Source: an optimization exercise on an open RTL-to-GDS flow (aim: small area). Production flows keep margins and buffers that such runs may drop. The RTL was checked by simulation tests, not by an equivalence proof against the original design. Power and IR drop assume default switching activity. No driver is modelled on the clock port, so clocking that relies on it looks cheaper here than on a real chip.

### design/flow/flow/run.sh
#!/bin/bash
# Standard layout; clock tree without dummy loads, ports buffered with the smallest buffer.
export CTS_ARGS="-sink_clustering_enable -repair_clock_nets -dont_use_dummy_load -buf_list sky130_fd_sc_hd__clkbuf_8 -sink_clustering_size 24 -sink_clustering_max_diameter 50"
export BUFFER_PORTS_ARGS="-buffer_cell sky130_fd_sc_hd__buf_1"
bash standard.sh > standard.log 2>&1
### design/flow/standard.sh
#!/bin/bash
# synth_recipe.tcl (not shown) runs the flow's synth.tcl, then flattens the netlist and writes it again
# the make line also repeats each setting of config.mk as NAME=value (left out here)
make -C /OpenROAD-flow-scripts/flow DESIGN_CONFIG=/design/flow/config.mk WORK_HOME=/design/flow/orfs CLKGATE_MAP_FILE= SYNTH_SCRIPT=/design/flow/synth_recipe.tcl "${@:-finish}"
### design/flow/config.mk
export PLATFORM = sky130hd
export DESIGN_NAME = postfix_expression_evaluator
export DESIGN_NICKNAME = postfix_expression_evaluator
export VERILOG_FILES = /design/flow/design.v
export SDC_FILE = /design/flow/constraint.sdc
export NUM_CORES = 4
export LEC_CHECK = 0
export ABC_AREA = 1
export CAP_MARGIN = 20
export CORE_MARGIN = 2
export CORE_UTILIZATION = 40
export SLEW_MARGIN = 20
### design/flow/constraint.sdc
create_clock -name core_clock -period 10.0 [get_ports {clk}]
set_input_delay 2.0000 -clock core_clock [delete_from_list [all_inputs] [get_ports {clk}]]
set_output_delay 2.0000 -clock core_clock [all_outputs]
set_load 0.01 [all_outputs]
### design/flow/design.v
module postfix_expression_evaluator #(
	parameter int STACK_DEPTH = 16,
	parameter int MAX_DIGITS  = 4
) (
	input  logic               clk,
	input  logic               arst_n,
	input  logic               in_valid,
	output logic               in_stall,
	input  logic [7:0]         char_code,
	input  logic               end_of_text,
	output logic               out_valid,
	input  logic               out_stall,
	output logic signed [31:0] stack_value,
	output logic               stack_empty,
	output logic [2:0]         error_code,
	output logic               final_entry
);
	localparam logic [3:0] S_IDLE = 4'd0;
	localparam logic [3:0] S_DIG  = 4'd1;   
	localparam logic [3:0] S_PUSH = 4'd2;   
	localparam logic [3:0] S_ADD  = 4'd3;   
	localparam logic [3:0] S_P0   = 4'd4;   
	localparam logic [3:0] S_P1   = 4'd5;   
	localparam logic [3:0] S_IT   = 4'd6;   
	localparam logic [3:0] S_FIN  = 4'd7;   
	localparam logic [3:0] S_LOAD = 4'd8;   
	localparam logic [3:0] S_DW   = 4'd9;   
	localparam logic [3:0] S_OUT  = 4'd10;  
	localparam logic [3:0] S_ROT  = 4'd11;  
	logic [3:0]  st;
	logic [4:0]  ph;
	logic [4:0]  cnt;
	logic [2:0]  dcnt;
	logic [2:0]  err;
	logic [3:0]  cq;
	logic        eot_q;
	logic [4:0]  it;
	logic        sa, sb, nz, seen, c, dS, dA, xb, qb;
	logic        dl1, dl2, dl3, cA, cB;
	logic [31:0] S;
	logic [15:0] pr;
	logic [31:0] w [16];
	wire ph0  = ph == 5'd0;
	wire ph31 = ph == 5'd31;
	wire st_idle = st == S_IDLE;
	wire st_dig  = st == S_DIG;
	wire st_push = st == S_PUSH;
	wire st_add  = st == S_ADD;
	wire st_p0   = st == S_P0;
	wire st_p1   = st == S_P1;
	wire st_it   = st == S_IT;
	wire st_fin  = st == S_FIN;
	wire st_load = st == S_LOAD;
	wire st_dw   = st == S_DW;
	wire st_out  = st == S_OUT;
	wire st_rot  = st == S_ROT;
	wire rdA = w[1][0];
	wire rdB = w[0][0];
	wire is_div = cq[2];
	wire mulm   = st_it && !is_div;
	wire subf   = st_add ? cq[2] : (qb ^ sb);
	wire ax     = st_add ? rdA : (ph0 ? (is_div & xb) : dS);
	wire by     = mulm ? (xb & rdB) : (rdB ^ subf);
	wire cc     = ph0 ? (!mulm & subf) : c;
	wire sum    = ax ^ by ^ cc;
	wire cout   = (ax & by) | (ax & cc) | (by & cc);
	wire shs  = ph0 ? qb : dA;
	wire nx   = st_p1 ? rdA : shs;
	wire nen  = st_p1 ? (is_div & sa) : (st_fin & (sa ^ sb));
	wire sn   = !ph0 & seen;
	wire nout = nx ^ (nen & sn);
	wire havedig = dcnt != 3'd0;
	wire xm      = pr[0] & havedig;
	wire dbit    = (ph[4:2] == 3'd0) & cq[ph[1:0]];
	wire s1      = dl1 ^ dl3 ^ dbit;
	wire c1      = (dl1 & dl3) | (dl1 & dbit) | (dl3 & dbit);
	wire cAe     = !ph0 & cA;
	wire cBe     = !ph0 & cB;
	wire s2      = s1 ^ cAe ^ cBe;
	wire c2      = (s1 & cAe) | (s1 & cBe) | (cAe & cBe);
	wire mulz = mulm && it == 5'd31;
	wire mrot = st_push | st_rot;
	wire maw  = st_add | st_p1 | st_it | st_fin;
	wire abit = (st_add | mulz) ? sum : nout;
	wire tbit = st_push ? (!ph[4] & pr[0]) : w[15][0];
	always_ff @(posedge clk) begin
		w[0] <= {mrot ? tbit : w[0][0], w[0][31:1]};
		w[1] <= {mrot ? w[0][0] : (maw ? abit : w[1][0]), w[1][31:1]};
	end
	genvar k;
	generate
		for (k = 2; k < 16; k++) begin : g_w
			always_ff @(posedge clk) begin
				w[k] <= {mrot ? w[k-1][0] : w[k][0], w[k][31:1]};
			end
		end
	endgenerate
	wire sin = st_load ? (rdB & (cnt != 5'd0)) : (st_it & sum);
	always_ff @(posedge clk) begin
		if (!st_out) S <= {sin, S[31:1]};
	end
	always_ff @(posedge clk) begin
		pr   <= {(st_dig && !ph[4]) ? s2 : pr[0], pr[15:1]};
		dl1  <= xm;
		dl2  <= dl1;
		dl3  <= dl2;
		cA   <= c1;
		cB   <= c2;
		c    <= cout;
		dS   <= S[0];
		dA   <= rdA;
		seen <= sn | nx;
		nz   <= rdB | (!ph0 & nz);
		if (ph31) begin
			xb <= nout;
			qb <= st_it ? !sum : 1'b1;
			it <= (st_it | st_rot) ? it + 5'd1 : 5'd0;
		end
		if (st_p0 && ph31) begin
			sa <= rdA;
			sb <= rdB;
		end
	end
	wire in_digit = (char_code >= 8'h30) && (char_code <= 8'h39);
	wire in_op    = (char_code == 8'h2A) || (char_code == 8'h2B) ||
	                (char_code == 8'h2D) || (char_code == 8'h2F);
	wire accept   = st_idle && ph31 && in_valid;
	wire nz_end   = rdB | nz;
	always_ff @(posedge clk) begin
		if (accept) begin
			cq    <= char_code[3:0];
			eot_q <= end_of_text;
		end
	end
	wire in_sep = !in_digit && !in_op;
	wire done_nx = ph31 && ((st_dig | st_push) || (st_p0 && is_div && !nz_end) || (st_rot && it == 5'd14));
	always_ff @(posedge clk or negedge arst_n) begin
		if (!arst_n) begin
			st   <= S_IDLE;
			ph   <= 5'd0;
			cnt  <= 5'd0;
			dcnt <= 3'd0;
			err  <= 3'd0;
		end else begin
			ph <= ph + 5'd1;
			if (accept) begin
				if (end_of_text || in_sep) dcnt <= 3'd0;
				if (in_digit && dcnt == 3'(MAX_DIGITS) && err == 3'd0) err <= 3'd4;
				if (in_op && cnt < 5'd2 && err == 3'd0) err <= 3'd2;
				if (in_sep && havedig && cnt == 5'd16 && err == 3'd0) err <= 3'd1;
				if (in_digit && dcnt != 3'(MAX_DIGITS) && !end_of_text) st <= S_DIG;
				else if (in_op && cnt >= 5'd2) st <= (char_code[2] ? char_code[1] : !char_code[0]) ? S_P0 : S_ADD;
				else if (in_sep && havedig && cnt != 5'd16) st <= S_PUSH;
				else if (end_of_text) st <= S_LOAD;
			end
			if (st_out && !out_stall) begin
				if (cnt <= 5'd1) begin
					cnt <= 5'd0;
					err <= 3'd0;
					st  <= S_IDLE;
				end else begin
					st  <= S_DW;
				end
			end
			if (done_nx) st <= eot_q ? S_LOAD : S_IDLE;
			if (ph31) begin
				if (st_dig) dcnt <= dcnt + 3'd1;
				if (st_push) cnt <= cnt + 5'd1;
				if (st_rot && it == 5'd14) cnt <= cnt - 5'd1;
				if (st_p0 && is_div && !nz_end && err == 3'd0) err <= 3'd3;
				if (st_p0 && !(is_div && !nz_end)) st <= S_P1;
				if (st_p1) st <= S_IT;
				if (st_it && it == 5'd31) st <= is_div ? S_FIN : S_ROT;
				if (st_add || st_fin || st_dw) st <= S_ROT;
				if (st_load) st <= S_OUT;
			end
		end
	end
	assign in_stall    = !(st_idle && ph31);
	assign out_valid   = st_out;
	assign stack_value = S;
	assign stack_empty = cnt == 5'd0;
	assign final_entry = cnt <= 5'd1;
	assign error_code  = err;
endmodule
==> results_dict.tcl, run 1 <==
set metrics [dict create \
    fin_crit_sh_pct 42.05 \
    hold_class "register to register" \
    viasPerCell 4.122 \
    clock.fmax_mhz 237.8 \
    syn_to_final_growth_pct 9.048 \
    grt.total_usage_pct 9.712 \
    start_kind "register" \
    die_area_mm2 0.03742 \
    cts-root-buf "clkbuf_8" \
    antenna_cells 0 \
    syn_nets 962 \
    drt-initial-drc-count 496 \
    worstHoldStart "w[15][23]" \
    synth_top_area_share_pct 75.03 \
    initial_utilization_pct 40.45 \
    dp_hpwl_um 10720 \
    synth_area_leaders "dfxtp_1, edfxtp_1, dfrtp_1" \
    via_count 6113 \
    synth_common_cells "dfxtp_1, nand2_1, inv_1" \
    r2r-start "cq[2]" \
    die_h_um 193.4 \
    nFillCells 3139 \
    grt_pass1_wl_um 30130 \
    ys.warnings.count 2 \
    grt_max_degree 34 \
    skew_ns 0.06721 \
    cp.arrival_ns 2.21 \
    leakage_nw 6.429 \
    postCtsHoldBufs 0 \
    fin_tns_setup_ns 0 \
    cts.sinks 604 \
    drive_gt1_share_pct 7.436 \
    m1WireLength_um 9709 \
    post-place-ws_ns 6.331 \
    clock_latency_ns 0.54 \
    synth_area_mm2 0.01435 \
    clk_path_buf_depth 3 \
    hold_end "w[15][22]" \
    drc 0 \
    ys_types 42 \
    antenna_found_initial 0 \
    drv_slew 0 \
    layout.nets 1052 \
    detailroute.wirelength.met2_um 6686 \
    num_rows 69 \
    dr_wl_met3_um 948 \
    place_congestion 0.8667 \
    postLayoutCoreUtil_pct 44.11 \
    rrSetupSlack_ns 6.85 \
    ys_seq_area_share_pct 88.15 \
    path_max_fanout 15 \
    syn_avg_cell_area_um2 15.37 \
    top_layer "met4" \
    synth_ff_type "dfxtp_1" \
    hold_depth 0 \
    cts_buffers 39 \
    core_area_mm2 0.03548 \
    avgRoutedWirePerCell_um 11.98 \
    path_class "register to output pin" \
    overflow 0 \
    max_cap_violations 0 \
    critical_path.endpoint_type "output pin" \
    first_pass_iters 5 \
    cts_tree "done" \
    final-hold-violation-count 0 \
    synthArstFlopShare_pct 3.311 \
    cts_resized 0 \
    ys_ff_latch 604 \
    rsz0062_at_grt "false" \
    worstReg2RegEnd "pr[15]" \
    h-tree-depth 2 \
    timing.final.ws_setup_ns 5.795 \
    irDropWorstVdd_uv 146.1 \
    yosys.cell_count.top_type "dfxtp_1" \
    synth_edf_count 46 \
    status "complete, no violations" \
    yosysTopAreaCell "dfxtp_1" \
    worst_slew_pin_slew_ns 0.8010 \
    cts_setup_buffers 0 \
    r2r_cells 8 \
    p_per_area_mw_per_mm2 250.2 \
    critPathRequiredTime_ns 8.00 \
    ant_nets 0 \
    slew_headroom_pct 45.22 \
    clk_pin_slew_worst_paths_ns 0.12 \
    portBuffers 51 \
    grt_pass1_vias 6064 \
    ios 52 \
    wl_um 17770 \
    min_period_ns 4.205 \
    die_x_um 193.4 \
    synthCells 934 \
    finalSetupViolations 0 \
]
==> area by class of cell <==
| type | instances | area [µm²] | share of cell area [%] |
|---|---|---|---|
| multi-input combinational | 263 | 1445 | 9.233 |
| clock buffer | 39 | 536.8 | 3.429 |
| sequential | 604 | 12650 | 80.83 |
| timing repair buffer | 52 | 200.2 | 1.279 |
| tap | 461 | 576.8 | 3.685 |
| inverter | 64 | 241.5 | 1.543 |
==> cell families after synthesis <==
family          after synthesis  share of synthesized area [%]
compound gates               54                          2.293
xor+xnor                      8                         0.4882
flops                       604                          88.15
mux                           1                        0.06974
buf+inv                      67                          1.787
fa+ha+maj                    15                          1.464
simple gates                185                          5.753
==> power breakdown <==
| part | switching (W) | internal (W) | total [W] |
|---|---|---|---|
| registers | 0.0000704 | 0.00266 | 0.00273 |
| logic | 0.000136 | 0.0000549 | 0.000190 |
| clock network | 0.000639 | 0.000353 | 0.000993 |
==> through the flow <==
stage | std cells | hold slack (ns) | power [W] | instance area (µm²)
after global routing | 1483 | 0.2333 | 0.004107 | 15650
after global placement | 1444 | 0.3102 | 0.002976 | 15110
final | 1483 | 0.2447 | 0.003916 | 15650
after detailed placement | 1444 | 0.3121 | 0.002981 | 15120
after floorplan | 934 | 0.3096 | 0.002880 | 14350
after CTS | 1483 | 0.2419 | 0.003981 | 15650
==> sequential cells by signal, summed over array words and instances (netlist names), 3 cells and up <==
name  flops
w       512
S        32
pr       16
cnt       5
it        5
ph        5
cq        4
st        4
dcnt      3
err       3
==> cells in the final DEF, fill, tap and decap left out, types with 13 or more instances in the layout <==
cell type / n
dfxtp_1: 538
nand2_1: 95
buf_1: 50
inv_1: 48
edfxtp_1: 46
nor2_1: 40
clkbuf_8: 39
o21ai_0: 21
nand3_1: 20
dfrtp_1: 20
a21oi_1: 13
==> critical path: stages, from the launching register on <==
cell,delay [ns]
dfrtp_1,0.39
ha_1,0.20
nand2_1,0.06
nor2_1,0.10
ha_1,0.60
nand3_1,0.15
buf_1,0.15
==> worst max path at each step <==
stage,start,end,slack [ns],cells past startpoint
after floorplan,ph[0],in_stall,6.66,6
after CTS,ph[0],in_stall,5.72,6
after detailed placement,ph[0],in_stall,6.33,6
after global routing,ph[0],in_stall,5.61,6
after global placement,ph[0],in_stall,6.41,6
final,ph[1],in_stall,5.79,6
==> metal layers <==
metal | vias to the layer above | track usage [%]
met5 | - | 0
met4 | 0 | 3.449
met3 | 36 | 2.545
met2 | 130 | 13.13
met1 | 2854 | 14.85
li1 | 3093 | -
==> run 2: changes to the inputs <==
==> design/flow/flow/run.sh (replaced) <==
#!/bin/bash
# Standard layout; clock tree without dummy loads, ports buffered with the smallest buffer.
export CTS_ARGS="-sink_clustering_enable -repair_clock_nets -dont_use_dummy_load -buf_list sky130_fd_sc_hd__clkbuf_16 -sink_clustering_size 36 -sink_clustering_max_diameter 80"
export BUFFER_PORTS_ARGS="-buffer_cell sky130_fd_sc_hd__buf_1"
bash standard.sh > standard.log 2>&1
==> run 2 against run 1 <==
Still clean. Die area is the same. Final area is essentially flat. Combinational power is essentially flat. Routed wire length shrank 1.7%. Sequential power is essentially flat. Via count shrank 1.9%. Utilization is essentially flat. Critical endpoint unchanged. Largest cell class unchanged.
==> results_dict.tcl, run 2 <==
set metrics [dict create \
    synth_common_cells "dfxtp_1, nand2_1, inv_1" \
    r2r_cells 8 \
    fin_tns_setup_ns 0 \
    cts-root-buf "clkbuf_16" \
    layout_commonest_cell "dfxtp_1" \
    yosysTopAreaCell "dfxtp_1" \
    ant_nets 0 \
    rrSetupSlack_ns 6.87 \
    r2r-start "cq[2]" \
    power_frac_clock_pct 25.7 \
    synthMuxAreaShare_pct 0.06974 \
    switchingPower_w 0.0008336 \
    total_power_w 0.003933 \
    intPower_w 0.003099 \
    rsz0062_at_grt "false" \
    path_max_fanout 15 \
    slew_headroom_pct 45.79 \
    portBuffers 51 \
    combPwrFrac_pct 4.8 \
    crit_start "ph[1]" \
    synth_top_family_by_area "simple AND/OR/NAND/NOR gates" \
    regMostFlops "w" \
    yosys.cell_count.top_type "dfxtp_1" \
    hold_end "w[13][12]" \
    worstHoldStart "w[13][13]" \
    irDropWorstVdd_uv 148.6 \
    place_congestion 0.8667 \
    synth_edf_count 46 \
    initial_utilization_pct 40.45 \
    skew_ns 0.04165 \
    timing.final.ws_setup_ns 5.812 \
    synthXorXnorAreaFrac_pct 0.4881 \
    max_cap_violations 0 \
    synth_ff_type "dfxtp_1" \
    critPathRequiredTime_ns 8.00 \
    drive_gt1_share_pct 5.777 \
    first_pass_iters 5 \
    fin_crit_sh_pct 41.88 \
    dp_hpwl_um 10720 \
    min_period_ns 4.188 \
    synthArstFlopShare_pct 3.311 \
    synth_area_leaders "dfxtp_1, edfxtp_1, dfrtp_1" \
    hold_class "register to register" \
    post-place-ws_ns 6.331 \
    hold_depth 0 \
    ys_seq_area_share_pct 88.15 \
    finalSetupViolations 0 \
    cp.arrival_ns 2.19 \
    hold_ws_ns 0.3088 \
    grt_max_degree 37 \
    die_x_um 193.4 \
    worst_slew_pin_slew_ns 0.7927 \
    layout.nets 1034 \
    worstReg2RegEnd "pr[15]" \
    ys_ff_latch 604 \
    drv_slew 0 \
    num_rows 69 \
    cts_resized 0 \
    post_synth_fa_ha_maj_area_fraction_pct 1.464 \
    status "complete, no violations" \
    final_cell_mix "dfxtp_1, nand2_1, buf_1" \
    largest_register_ffs 512 \
    clock.fmax_mhz 238.8 \
    synth_compound_area_share_pct 2.293 \
    seq_power_share_pct 69.5 \
    antenna_found_initial 0 \
    h-tree-depth 1 \
    antenna_cells 0 \
    cts_setup_buffers 0 \
    p_per_area_mw_per_mm2 251.4 \
    grt_pass1_vias 5856 \
    cts_tree "done" \
    via_count 5994 \
    synth_area_mm2 0.01435 \
    drt-initial-drc-count 466 \
    overflow 0 \
    clock_latency_ns 0.55 \
    die_area_mm2 0.03742 \
    syn_nets 962 \
    reg_top3 "w x512, S x32, pr x16" \
    cts_buffers 21 \
    die_h_um 193.4 \
    viasPerCell 4.091 \
    leakage_nw 6.408 \
    grt.total_usage_pct 9.397 \
    core_area_mm2 0.03548 \
    wl_um 17460 \
    postCtsHoldBufs 0 \
    final-hold-violation-count 0 \
    synthCells 934 \
    cts.sinks 604 \
    netSwitchingFraction_pct 21.19 \
    nFillCells 3134 \
    critical_path.endpoint_type "output pin" \
    grt_pass1_wl_um 29480 \
    synth-simple-area-share_pct 5.753 \
    path_class "register to output pin" \
    drc 0 \
    avgRoutedWirePerCell_um 11.92 \
    start_kind "register" \
    ys.warnings.count 2 \
    synth_top_area_share_pct 75.03 \
    syn_to_final_growth_pct 8.970 \
    ios 52 \
    clk_path_buf_depth 3 \
    syn_avg_cell_area_um2 15.37 \
    ys_types 42 \
    clk_pin_slew_worst_paths_ns 0.12 \
]
==> run 2: cell count changes in the layout (fill, tap and decap cells not counted) <==
| cell | before | now |
|---|---|---|
| clkbuf_8 | 39 | 0 |
| clkbuf_16 | 0 | 21 |
==> run 2: kinds of logic (layout without fill, tap and decap cells) <==
| group | after synthesis | count (layout) |
|---|---|---|
| adders and majority gates | 15 | 15 |
| AOI/OAI and AO/OA | 54 | 54 |
| DFF | 604 | 604 |
| xor gates and xnor gates | 8 | 8 |
| and+or+nand+nor | 185 | 185 |
| buffers and inverters | 67 | 137 |
| muxes | 1 | 1 |
==> run 2: power by group through the flow <==
stage / Clock (W) / Combinational [W] / Sequential [W]
floorplan: 0 / 0.0000839 / 0.00280
global placement: 0 / 0.000191 / 0.00279
detailed placement: 0 / 0.000193 / 0.00279
CTS: 0.00105 / 0.000193 / 0.00274
global route: 0.00113 / 0.000210 / 0.00276
finish: 0.00101 / 0.000191 / 0.00273
==> run 2: worst max path at each step <==
| stage | endpoint | slack (ns) |
|---|---|---|
| after floorplan | in_stall | 6.66 |
| after global placement | in_stall | 6.41 |
| after detailed placement | in_stall | 6.33 |
| after CTS | in_stall | 5.76 |
| after global routing | in_stall | 5.66 |
| final | in_stall | 5.81 |
==> run 2: layout make-up <==
| cell class | instances | area, µm² | area share [%] |
|---|---|---|---|
| Inverter | 64 | 241.5 | 1.544 |
| Multi-Input combinational cell | 263 | 1445 | 9.239 |
| Sequential cell | 604 | 12650 | 80.89 |
| Clock buffer | 21 | 525.5 | 3.360 |
| Timing Repair Buffer | 52 | 200.2 | 1.280 |
| Tap cell | 461 | 576.8 | 3.688 |
==> run 2: stage by stage <==
step | cells | utilization [%] | instance area (µm²)
after global routing | 1465 | 44.08 | 15640
after detailed placement | 1444 | 42.60 | 15120
after global placement | 1444 | 42.60 | 15110
after CTS | 1465 | 44.08 | 15640
after floorplan | 934 | - | 14350
final | 1465 | 44.08 | 15640
==> run 2: critical path: stages (launching register included) <==
cell and delay [ns]:
dfrtp_1 0.40, ha_1 0.20, nand2_1 0.06, nor2_1 0.10, ha_1 0.60, nand3_1 0.15
buf_1 0.15
==> run 2: layer usage <==
layer / track usage (%) / vias up / wire, µm
met4: 2.516 / 0 / 402
met3: 1.709 / 24 / 747
met1: 14.98 / 2794 / 9751
met5: 0 / - / 0
li1: - / 3061 / -
met2: 12.96 / 115 / 6563
==> run 3: changes to the inputs <==
==> design/flow/flow/run.sh (replaced) <==
#!/bin/bash
# Standard layout; clock tree without dummy loads, ports buffered with the smallest buffer.
export CTS_ARGS="-sink_clustering_enable -repair_clock_nets -dont_use_dummy_load -buf_list sky130_fd_sc_hd__clkbuf_8 -sink_clustering_size 22 -sink_clustering_max_diameter 45"
export BUFFER_PORTS_ARGS="-buffer_cell sky130_fd_sc_hd__buf_1"
bash standard.sh > standard.log 2>&1
==> run 3 against run 2 <==
Flip-flop and latch count stayed put. Final cell count is 1.6% higher. Area after synthesis stayed put. Hold slack worse by 0.055 ns. Die area unchanged. Global-route usage is 0.36 points higher. Clock skew up 0.018 ns. Setup slack got worse by 0.013 ns. Non-clock buffer count unchanged. Total power rose by 1.1%. Final area increased by 0.51%.
==> results_dict.tcl, run 3 <==
set metrics [dict create \
    final_cell_mix "dfxtp_1, nand2_1, buf_1" \
    final-hold-violation-count 0 \
    h-tree-depth 2 \
    drv_slew 0 \
    dp_hpwl_um 10720 \
    synthArstFlopShare_pct 3.311 \
    clock_latency_ns 0.59 \
    core_area_mm2 0.03548 \
    num_rows 69 \
    clock.fmax_mhz 238.1 \
    ys_seq_area_share_pct 88.15 \
    drc 0 \
    finalSetupViolations 0 \
    viasPerCell 4.142 \
    path_class "register to output pin" \
    switchingPower_w 0.0008617 \
    synthCells 934 \
    avgRoutedWirePerCell_um 12.07 \
    cp.arrival_ns 2.20 \
    rsz0062_at_grt "false" \
    synth_edf_count 46 \
    grt.total_usage_pct 9.762 \
    drt-initial-drc-count 445 \
    grt_pass1_wl_um 30230 \
    synth_common_cells "dfxtp_1, nand2_1, inv_1" \
    power_frac_clock_pct 26.5 \
    critPathRequiredTime_ns 8.00 \
    netSwitchingFraction_pct 21.68 \
    r2r-start "cq[2]" \
    fin_crit_sh_pct 42.01 \
    grt_pass1_vias 6137 \
    leakage_nw 6.465 \
    die_area_mm2 0.03742 \
    synth_top_area_share_pct 75.03 \
    ys.warnings.count 2 \
    intPower_w 0.003113 \
    skew_ns 0.05994 \
    syn_to_final_growth_pct 9.527 \
    path_max_fanout 15 \
    hold_depth 0 \
    yosysTopAreaCell "dfxtp_1" \
    yosys.cell_count.top_type "dfxtp_1" \
    worst_slew_pin_slew_ns 0.7893 \
    overflow 0 \
    clk_path_buf_depth 3 \
    largest_register_ffs 512 \
    hold_class "register to register" \
    regMostFlops "w" \
    syn_avg_cell_area_um2 15.37 \
    synth_area_leaders "dfxtp_1, edfxtp_1, dfrtp_1" \
    via_count 6163 \
    synth_ff_type "dfxtp_1" \
    cts_buffers 44 \
    wl_um 17960 \
    ant_nets 0 \
    hold_end "w[7][13]" \
    grt_max_degree 34 \
    postCtsHoldBufs 0 \
    r2r_cells 8 \
    critical_path.endpoint_type "output pin" \
    initial_utilization_pct 40.45 \
    ys_ff_latch 604 \
    worstReg2RegEnd "pr[15]" \
    clk_pin_slew_worst_paths_ns 0.11 \
    ys_types 42 \
    seq_power_share_pct 68.8 \
    rrSetupSlack_ns 6.87 \
    cts.sinks 604 \
    first_pass_iters 5 \
    cts_resized 0 \
    status "complete, no violations" \
    cts_tree "done" \
    antenna_found_initial 0 \
    ios 52 \
    slew_headroom_pct 46.02 \
    die_h_um 193.4 \
    combPwrFrac_pct 4.8 \
    multi_input_area_mm2 0.001445 \
    cts_setup_buffers 0 \
    p_per_area_mw_per_mm2 252.8 \
    place_congestion 0.8667 \
    reg_top3 "w x512, S x32, pr x16" \
    syn_nets 962 \
    postLayoutCoreUtil_pct 44.31 \
    start_kind "register" \
    seq_area_mm2 0.01265 \
    layout_commonest_cell "dfxtp_1" \
    irDropWorstVdd_uv 146.1 \
    synth_area_mm2 0.01435 \
    min_period_ns 4.201 \
    layout.nets 1057 \
    antenna_cells 0 \
    nFillCells 3127 \
    cts-root-buf "clkbuf_8" \
    fin_tns_setup_ns 0 \
    portBuffers 51 \
    drive_gt1_share_pct 7.887 \
    max_cap_violations 0 \
    die_x_um 193.4 \
    worstHoldStart "w[7][14]" \
]
[run 3: changes by cell type in the layout (fill, tap and decap cells not counted)]
| cell | change |
|---|---|
| clkbuf_8 | +44 |
| clkbuf_16 | -21 |
[run 3: power groups by stage]
stage / Sequential (W) / Combinational [W] / Clock, W
after floorplan: 0.00280 / 0.0000839 / 0
after global placement: 0.00279 / 0.000191 / 0
after detailed placement: 0.00279 / 0.000193 / 0
after CTS: 0.00274 / 0.000193 / 0.00110
after global routing: 0.00276 / 0.000210 / 0.00119
final: 0.00273 / 0.000190 / 0.00105
[run 3: worst max-delay path, stage by stage (launching register included)]
cell,delay [ns]
dfrtp_1,0.39
ha_1,0.21
nand2_1,0.06
nor2_1,0.10
ha_1,0.60
nand3_1,0.15
buf_1,0.15
[run 3: how the worst max path moves through the flow]
stage          startpoint        to  cells after the start
4_1_cts             ph[0]  in_stall                      6
6_report            ph[1]  in_stall                      6
3_5_place_dp        ph[0]  in_stall                      6
3_3_place_gp        ph[0]  in_stall                      6
5_1_grt             ph[0]  in_stall                      6
2_1_floorplan       ph[0]  in_stall                      6
[run 3: kinds of logic after synthesis]
logic type | synth area share, %
simple gates | 5.753
fa+ha+maj | 1.464
flops | 88.15
xor+xnor | 0.4882
compound gates | 2.293
buf+inv | 1.787
mux | 0.06974
[run 3: stage by stage]
| step | worst slack, ns | std cells | power, W | hold WS, ns | area [µm²] |
|---|---|---|---|---|---|
| 6_report | 5.799 | 1488 | 0.003974 | 0.2537 | 15720 |
| 5_1_grt | 5.635 | 1488 | 0.004163 | 0.2394 | 15720 |
| 4_1_cts | 5.732 | 1488 | 0.004034 | 0.2543 | 15720 |
| 3_5_place_dp | 6.331 | 1444 | 0.002981 | 0.3121 | 15120 |
| 3_3_place_gp | 6.410 | 1444 | 0.002976 | 0.3102 | 15110 |
| 2_1_floorplan | 6.661 | 934 | 0.002880 | 0.3096 | 14350 |
[run 3: layer usage]
layer	global-route usage, %	up-vias	part of all wire (%)
li1	-	3106	-
met1	14.74	2862	54
met2	13.19	146	37
met3	2.510	49	5.3
met4	4.043	0	2.9
met5	0	-	0
[run 3: area by class of cell]
cell class | count | share of cell area [%]
multi-input cells | 263 | 9.192
inverters | 64 | 1.536
well taps | 461 | 3.669
clock buffers | 44 | 3.852
repair buffers | 52 | 1.273
flip-flops and latches | 604 | 80.48
==> run 4: changes to the inputs <==
==> design/flow/flow/run.sh (replaced) <==
#!/bin/bash
# Standard layout; clock tree without dummy loads, ports buffered with the smallest buffer.
export CTS_ARGS="-sink_clustering_enable -repair_clock_nets -dont_use_dummy_load -buf_list sky130_fd_sc_hd__clkbuf_8 -sink_clustering_size 20 -sink_clustering_max_diameter 60"
export BUFFER_PORTS_ARGS="-buffer_cell sky130_fd_sc_hd__buf_1"
bash standard.sh > standard.log 2>&1
==> run 4 against run 3 <==
Largest power group unchanged. Final area is 0.61% lower. Sequential power about the same. Total power fell by 1.9%. Final cell count is 0.47% lower. Flip-flop and latch count did not move. Routed wire length fell by 0.84%. Still clean on timing, DRC and antenna. Utilization is 0.27 points lower. Clock skew fell by 0.015 ns.
==> results_dict.tcl, run 4 <==
set metrics [dict create \
    cts_resized 0 \
    place_congestion 0.8667 \
    yosys.cell_count.top_type "dfxtp_1" \
    regMostFlops "w" \
    power_frac_clock_pct 25.0 \
    worst-path-buf-inv 1 \
    path_class "register to output pin" \
    critPathRequiredTime_ns 8.00 \
    syn_to_final_growth_pct 8.856 \
    ios 52 \
    fin_crit_sh_pct 42.27 \
    postCtsHoldBufs 0 \
    viasPerCell 4.127 \
    drv_slew 0 \
    die_h_um 193.4 \
    wl_um 17810 \
    drc 0 \
    drive_gt1_share_pct 7.255 \
    die_area_mm2 0.03742 \
    clk_path_buf_depth 3 \
    ys.warnings.count 2 \
    crit_start "ph[1]" \
    grt.total_usage_pct 9.762 \
    rsz0062_at_grt "false" \
    final-hold-violation-count 0 \
    worst-path-stages 6 \
    path_common_cell "ha_1" \
    start_kind "register" \
    cts_setup_buffers 0 \
    worstReg2RegEnd "pr[15]" \
    r2r-start "cq[2]" \
    synth_ff_type "dfxtp_1" \
    synth_compound_area_share_pct 2.293 \
    ant_nets 0 \
    dp_hpwl_um 10720 \
    synthArstFlopShare_pct 3.311 \
    crit_end "in_stall" \
    fin_tns_setup_ns 0 \
    cts-root-buf "clkbuf_8" \
    dpl.cell_count 1444 \
    core_area_mm2 0.03548 \
    cts_tree "done" \
    ys_types 42 \
    synth_top_family_by_area "simple AND/OR/NAND/NOR gates" \
    r2r_cells 8 \
    clk_pin_slew_worst_paths_ns 0.11 \
    drt-initial-drc-count 408 \
    grt_pass1_vias 6028 \
    path_cells "ha_1, nand2_1, nor2_1, ha_1, nand3_1, buf_1" \
    critical_path.endpoint_type "output pin" \
    seq_power_share_pct 70.1 \
    post_synth_fa_ha_maj_area_fraction_pct 1.464 \
    portBuffers 51 \
    syn_nets 962 \
    hold_depth 0 \
    grt_pass1_wl_um 30160 \
    synth_common_cells "dfxtp_1, nand2_1, inv_1" \
    ys_seq_area_share_pct 88.15 \
    num_rows 69 \
    reg_top3 "w x512, S x32, pr x16" \
    final_cell_mix "dfxtp_1, nand2_1, buf_1" \
    combPwrFrac_pct 4.9 \
    hold_class "register to register" \
    antenna_cells 0 \
    irDropWorstVdd_uv 146.2 \
    clock_latency_ns 0.55 \
    synth_top_area_share_pct 75.03 \
    initial_utilization_pct 40.45 \
    critPathMaxStageDelay_ns 0.61 \
    synth_area_mm2 0.01435 \
    clock.fmax_mhz 236.6 \
    cts.sinks 604 \
    final_cells 1481 \
    grt_max_degree 34 \
    max_cap_violations 0 \
    status "complete, no violations" \
    synth-simple-area-share_pct 5.753 \
    synth_edf_count 46 \
    first_pass_iters 5 \
    via_count 6112 \
    cp.arrival_ns 2.23 \
    path_max_fanout 15 \
    slew_headroom_pct 45.69 \
    syn_avg_cell_area_um2 15.37 \
    switchingPower_w 0.0008448 \
    synthMuxAreaShare_pct 0.06974 \
    intPower_w 0.003053 \
    rrSetupSlack_ns 6.83 \
    die_x_um 193.4 \
    layout_commonest_cell "dfxtp_1" \
    netSwitchingFraction_pct 21.68 \
    p_per_area_mw_per_mm2 249.5 \
    h-tree-depth 2 \
    leakage_nw 6.415 \
    skew_ns 0.04476 \
    yosysTopAreaCell "dfxtp_1" \
    nFillCells 3126 \
    ys_ff_latch 604 \
    layout.nets 1050 \
    finalSetupViolations 0 \
    avgRoutedWirePerCell_um 12.03 \
    cts_buffers 37 \
    synthXorXnorAreaFrac_pct 0.4881 \
    crit_slowest_cell "ha_1" \
    worst_slew_pin_slew_ns 0.7941 \
    overflow 0 \
    cp_top_family "adder cells" \
    antenna_found_initial 0 \
    largest_register_ffs 512 \
    min_period_ns 4.227 \
    synthCells 934 \
    synth_area_leaders "dfxtp_1, edfxtp_1, dfrtp_1" \
]
## run 4: through the flow
stage / area (µm²) / hold WS [ns] / total power [W] / worst slack [ns] / utilization (%)
floorplan: 14350 / 0.3096 / 0.002880 / 6.661 / -
global placement: 15110 / 0.3102 / 0.002976 / 6.410 / 42.60
detailed placement: 15120 / 0.3121 / 0.002981 / 6.331 / 42.60
CTS: 15630 / 0.2879 / 0.003961 / 5.703 / 44.04
global route: 15630 / 0.2851 / 0.004087 / 5.578 / 44.04
finish: 15630 / 0.2895 / 0.003898 / 5.773 / 44.04
## run 4: worst min path at each step
stage,start,endpoint,slack [ns]
3_5_place_dp,w[4][9],w[4][8],0.31
4_1_cts,w[15][23],w[15][22],0.29
2_1_floorplan,dl2,dl3,0.31
5_1_grt,w[15][23],w[15][22],0.29
3_3_place_gp,w[10][13],w[10][12],0.31
6_report,w[15][23],w[15][22],0.29
## run 4: area by class of cell
cell class	count	area, µm²	share of cell area (%)
Sequential cell	604	12650	80.97
Multi-Input combinational cell	263	1445	9.249
Tap cell	461	576.8	3.692
Clock buffer	37	509.2	3.259
Inverter	64	241.5	1.545
Timing Repair Buffer	52	200.2	1.281
## run 4: kinds of logic (layout without fill, tap and decap cells)
logic type,count (synthesis),after routing
adders and majority gates,15,15
AOI/OAI and AO/OA,54,54
xor gates and xnor gates,8,8
DFF,604,604
and+or+nand+nor,185,185
muxes,1,1
buffers and inverters,67,153
## run 4: power by group through the flow
stage / Combinational (W) / Clock (W) / Sequential [W]
6_report: 0.000191 / 0.000975 / 0.00273
5_1_grt: 0.000210 / 0.00112 / 0.00276
4_1_cts: 0.000193 / 0.00103 / 0.00274
3_5_place_dp: 0.000193 / 0 / 0.00279
3_3_place_gp: 0.000191 / 0 / 0.00279
2_1_floorplan: 0.0000839 / 0 / 0.00280
## run 4: routing by layer
layer,track usage (%),wire length [µm],vias to the layer above
li1,-,-,3092
met1,15.04,9789,2840
met2,13.04,6673,143
met3,2.354,892,37
met4,3.873,457,0
met5,0,0,-

what the ideal ports hide:
In the flow no input, the clock included, has a driving cell. The finished layouts below were timed again as built, in two steps.
Step 1 assumes that a clkbuf_16 drives the clock port and a buf_2 every other input.
Step 2, shift: input delay + t, output delay - t, t = (earliest + latest rising clock arrival at the registers) / 2. This alone moves slack from input paths to output paths.
Three values: no drivers, after step 1, after step 2; two values: the first two.
| run | shift t [ns] | setup slack, ns | worst setup path after step 2 | slew at the worst register clock pin (ns) | pins driven straight from the clock port |
|---|---|---|---|---|---|
| run 1 | 0.562 | 5.795 / 5.748 / 6.311 | register to output | 0.13 / 0.13 | 1 |
| run 2 | 0.571 | 5.812 / 5.767 / 6.338 | register to output | 0.12 / 0.12 | 1 |
| run 3 | 0.591 | 5.799 / 5.754 / 6.345 | register to output | 0.12 / 0.12 | 1 |
| run 4 | 0.571 | 5.773 / 5.727 / 6.298 | register to output | 0.12 / 0.12 | 1 |
After both steps setup and hold are still met in every run listed.
